Background: an optimization exercise with open tools, aiming at a short achievable clock period and few clock cycles. Do not read the settings as production practice. RTL that was checked went through simulation tests only; none was proved equivalent to the original.

==> flow/design.v (excerpt) <==
module cpu_top (
    input  logic                clk,
    input  logic                rst_n,
    output logic                fetch_req,
    output cpu_pkg::pc_t        fetch_addr,
    input  logic                fetch_valid,
    input  cpu_pkg::instr_t     fetch_instr,
    output logic                mem_rd_req,
    output logic                mem_wr_req,
    output cpu_pkg::data_addr_t mem_addr,
    output cpu_pkg::word_t      mem_wdata,
    input  logic                mem_rvalid,
    input  cpu_pkg::word_t      mem_rdata,
    input  logic                mem_wack,
    output logic                retire,
    output logic                halted
);
For scale: roughly 760 flip-flops, ~82 I/O pins, about 0.039 mm² of cells after synthesis.
clock: 10.0 ns
lec_check: 0
abc_clock_period_in_ps: 2500
cap_margin: 20
core_margin: 2
core_utilization: 40
place_density: 0.6
slew_margin: 20
standard.sh (not shown) runs the stock make flow with config.mk's settings and CLKGATE_MAP_FILE= SYNTH_SCRIPT=/design/flow/synth_recipe.tcl, a recipe that flattens the netlist after the stock synthesis.
==> flow/flow/run.sh <==
#!/bin/bash
set -euo pipefail
bash standard.sh SETUP_SLACK_MARGIN=7.5 MATCH_CELL_FOOTPRINT=0 \
    "BUFFER_PORTS_ARGS=-buffer_cell sky130_fd_sc_hd__buf_4" finish > flow_make.log 2>&1
Testbench counts at the start, summed over its fixed seeds: cycles 38,156.
Change:
--- a/flow/design.v
+++ b/flow/design.v
@@ -377,41 +377,30 @@
             m_wr_q   <= wr_oh;
         end
         maddr_q  <= m_addr;
         mwdata_q <= m_data_q;
         if (launch) lo_wr_q <= m_ld_q ? m_wr_q : 16'd0;
     end
-    logic [15:0] ld_wr, w_wr_q, wm_wr;
-    logic [15:0] w_res_q;
-    always_ff @(posedge clk or negedge rst_n) begin
-        if (!rst_n) begin
-            w_wr_q  <= '0;
-        end else begin
-            w_wr_q  <= e1_wr_q;
-        end
-    end
-    always_ff @(posedge clk) begin
-        w_res_q  <= alu_res;
-    end
+    logic [15:0] ld_wr, wm_wr;
     assign ld_wr = mem_rvalid ? lo_wr_q : 16'd0;
     assign wm_wr = e3_wr_q;
     always_ff @(posedge clk or negedge rst_n) begin
         if (!rst_n) begin
             for (int i = 0; i < 16; i++) regs[i] <= '0;
             pend_q <= '0;
         end else begin
             for (int i = 0; i < 16; i++) begin
                 if (ld_wr[i]) begin
                     regs[i] <= mem_rdata;
-                end else if (w_wr_q[i]) begin
-                    regs[i] <= w_res_q;
+                end else if (e1_wr_q[i]) begin
+                    regs[i] <= alu_res;
                 end else if (wm_wr[i]) begin
                     regs[i] <= mul_res;
                 end
             end
-            pend_q <= (pend_q & ~ld_wr & ~w_wr_q & ~wm_wr) | (d_issue ? wr_oh : 16'd0);
+            pend_q <= (pend_q & ~ld_wr & ~e1_wr_q & ~wm_wr) | (d_issue ? wr_oh : 16'd0);
         end
     end
     always_ff @(posedge clk or negedge rst_n) begin
         if (!rst_n) begin
             retire_q <= 1'b0;
             halted_q <= 1'b0;
Outcome: Worst setup slack gets worse by 0.23 ns; wire length increases by 4.8%; critical path depth increases by 9; hold slack gets worse by 0.0097 ns; area after synthesis decreases by 3.5%; design area increases by about 4%; non-clock buffer count increases by 132; register-to-register slack gets worse by 0.28 ns; core utilization increases by 3.8 points; global-route usage increases by 1.8 points.
Testbench counts after the change, summed over its fixed seeds: cycles 37,902.

--- another note on this design; it stands on its own ---

// cpu_top
module cpu_top (
    input  logic                clk,
    input  logic                rst_n,
    output logic                fetch_req,
    output cpu_pkg::pc_t        fetch_addr,
    input  logic                fetch_valid,
    input  cpu_pkg::instr_t     fetch_instr,
    output logic                mem_rd_req,
    output logic                mem_wr_req,
    output cpu_pkg::data_addr_t mem_addr,
    output cpu_pkg::word_t      mem_wdata,
    input  logic                mem_rvalid,
    input  cpu_pkg::word_t      mem_rdata,
    input  logic                mem_wack,
    output logic                retire,
    output logic                halted
);
Size: roughly 3400 cells after synthesis, roughly 480 flip-flops.
export LEC_CHECK = 0
export ABC_CLOCK_PERIOD_IN_PS = 2500
export CAP_MARGIN = 20
export CORE_MARGIN = 2
export CORE_UTILIZATION = 40
export PLACE_DENSITY = 0.6
export SLEW_MARGIN = 20
create_clock -name core_clock -period 10.0 [get_ports {clk}]
standard.sh (not shown) runs the stock make flow with config.mk's settings and CLKGATE_MAP_FILE= SYNTH_SCRIPT=/design/flow/synth_recipe.tcl, a recipe that flattens the netlist after the stock synthesis.
==> flow/flow/run.sh <==
#!/bin/bash
set -euo pipefail
bash standard.sh SETUP_SLACK_MARGIN=7.5 finish > flow_make.log 2>&1
The baseline produced a clean layout.
Then changed:
==> flow/run.sh (new file) <==
#!/bin/bash
# synth_recipe.tcl (not shown) runs the flow's synth.tcl, then flattens the netlist and writes it again
# the make line also repeats each setting of config.mk as NAME=value (left out here)
make -C /OpenROAD-flow-scripts/flow DESIGN_CONFIG=/design/flow/config.mk WORK_HOME=/design/flow/orfs CLKGATE_MAP_FILE= SYNTH_SCRIPT=/design/flow/synth_recipe.tcl finish
--- a/flow/config.mk
+++ b/flow/config.mk
@@ -12,0 +13 @@
+export SETUP_SLACK_MARGIN = 5
removed: flow/flow/run.sh
removed: flow/standard.sh
- cell count fell by roughly a tenth
- routed wire length goes down by about a fifth
- setup slack loses 1.0 ns
- design area fell by about a fifth
- die area stays the same
- non-clock buffer count came out lower by 437
Function was not checked in any run of this note: the RTL went through the layout flow alone.

* * *

Another version of the RTL of cpu_top (not shown whole).
Size in the first run: ~3,800 cells after synthesis, about 820 flip-flops, roughly 82 I/O pins, roughly 40,000 um^2 of cells after synthesis.
==> flow/config.mk <==
export PLATFORM = sky130hd
export DESIGN_NAME = cpu_top
export DESIGN_NICKNAME = cpu_top
export VERILOG_FILES = /design/flow/design.v
export SDC_FILE = /design/flow/constraint.sdc
export NUM_CORES = 4
export LEC_CHECK = 0
export ABC_CLOCK_PERIOD_IN_PS = 2500
export CAP_MARGIN = 20
export CORE_MARGIN = 2
export CORE_UTILIZATION = 40
export PLACE_DENSITY = 0.6
export SLEW_MARGIN = 20
==> flow/constraint.sdc <==
create_clock -name core_clock -period 10.0 [get_ports {clk}]
set_input_delay 2.0000 -clock core_clock [delete_from_list [all_inputs] [get_ports {clk}]]
set_output_delay 2.0000 -clock core_clock [all_outputs]
set_load 0.01 [all_outputs]
==> flow/flow/run.sh <==
#!/bin/bash
set -euo pipefail
bash standard.sh SETUP_SLACK_MARGIN=7.5 finish > flow_make.log 2>&1
Testbench counts at the start, summed over its fixed seeds: cycles 38,217.
==> next run, changes <==
==> flow/flow/run.sh (replaced) <==
#!/bin/bash
set -euo pipefail
bash standard.sh SETUP_SLACK_MARGIN=7.5 MATCH_CELL_FOOTPRINT=0 \
    "BUFFER_PORTS_ARGS=-buffer_cell sky130_fd_sc_hd__buf_4" finish > flow_make.log 2>&1
Non-clock buffer count decreases by 22.
Core utilization hardly moves.
Count of clock-buffer cells in the layout increases by 5.
Design area hardly moves.
Synthesized area is unchanged.
Clock skew increases by 0.0096 ns.

[static timing again, ports no longer ideal]
The results above use ideal ports. As a check the final layouts listed here were re-extracted and re-timed, cells and wires unchanged.
Step 1, drivers: a clkbuf_16 drives clk and a buf_2 each remaining input, both assumed.
Step 2 moves the port delays by t, midway between the first and last clock arrival at a register: inputs arrive t later, outputs are due t later. That takes back most of the time a late clock gives input paths.
Three values: ideal ports, drivers, drivers and shift; two values: the first two.
| run | t, ns | setup WS [ns] | worst hold slack (ns) | clock arrival spread, ns | slew at the worst register clock pin (ns) |
|---|---|---|---|---|---|
| the first run of note 1 | 0.738 | 6.750 / 6.681 / 6.658 | 0.329 / 0.329 / 0.329 | 0.034 / 0.035 | 0.07 / 0.07 |
| the second run of note 1 | 0.736 | 6.519 / 6.519 / 6.325 | 0.319 / 0.319 / 0.319 | 0.035 / 0.034 | 0.07 / 0.07 |
| the first run of note 2 | 0.715 | 6.088 / 6.088 / 6.024 | 0.488 / 0.488 / 0.488 | 0.045 / 0.044 | 0.07 / 0.07 |
| the second run of note 2 | 0.698 | 5.068 / 5.068 / 4.953 | 0.461 / 0.461 / 0.461 | 0.051 / 0.051 | 0.07 / 0.07 |
| the first run of note 3 | 0.735 | 6.760 / 6.691 / 6.417 | 0.327 / 0.327 / 0.327 | 0.030 / 0.030 | 0.07 / 0.07 |
| the second run of note 3 | 0.728 | 6.767 / 6.702 / 6.671 | 0.322 / 0.322 / 0.322 | 0.042 / 0.043 | 0.07 / 0.07 |
After both steps setup and hold are still met in every run listed. The setup slack of the first run of note 3, which loses most, moves by -0.069 ns with the drivers and by -0.343 ns with both steps.
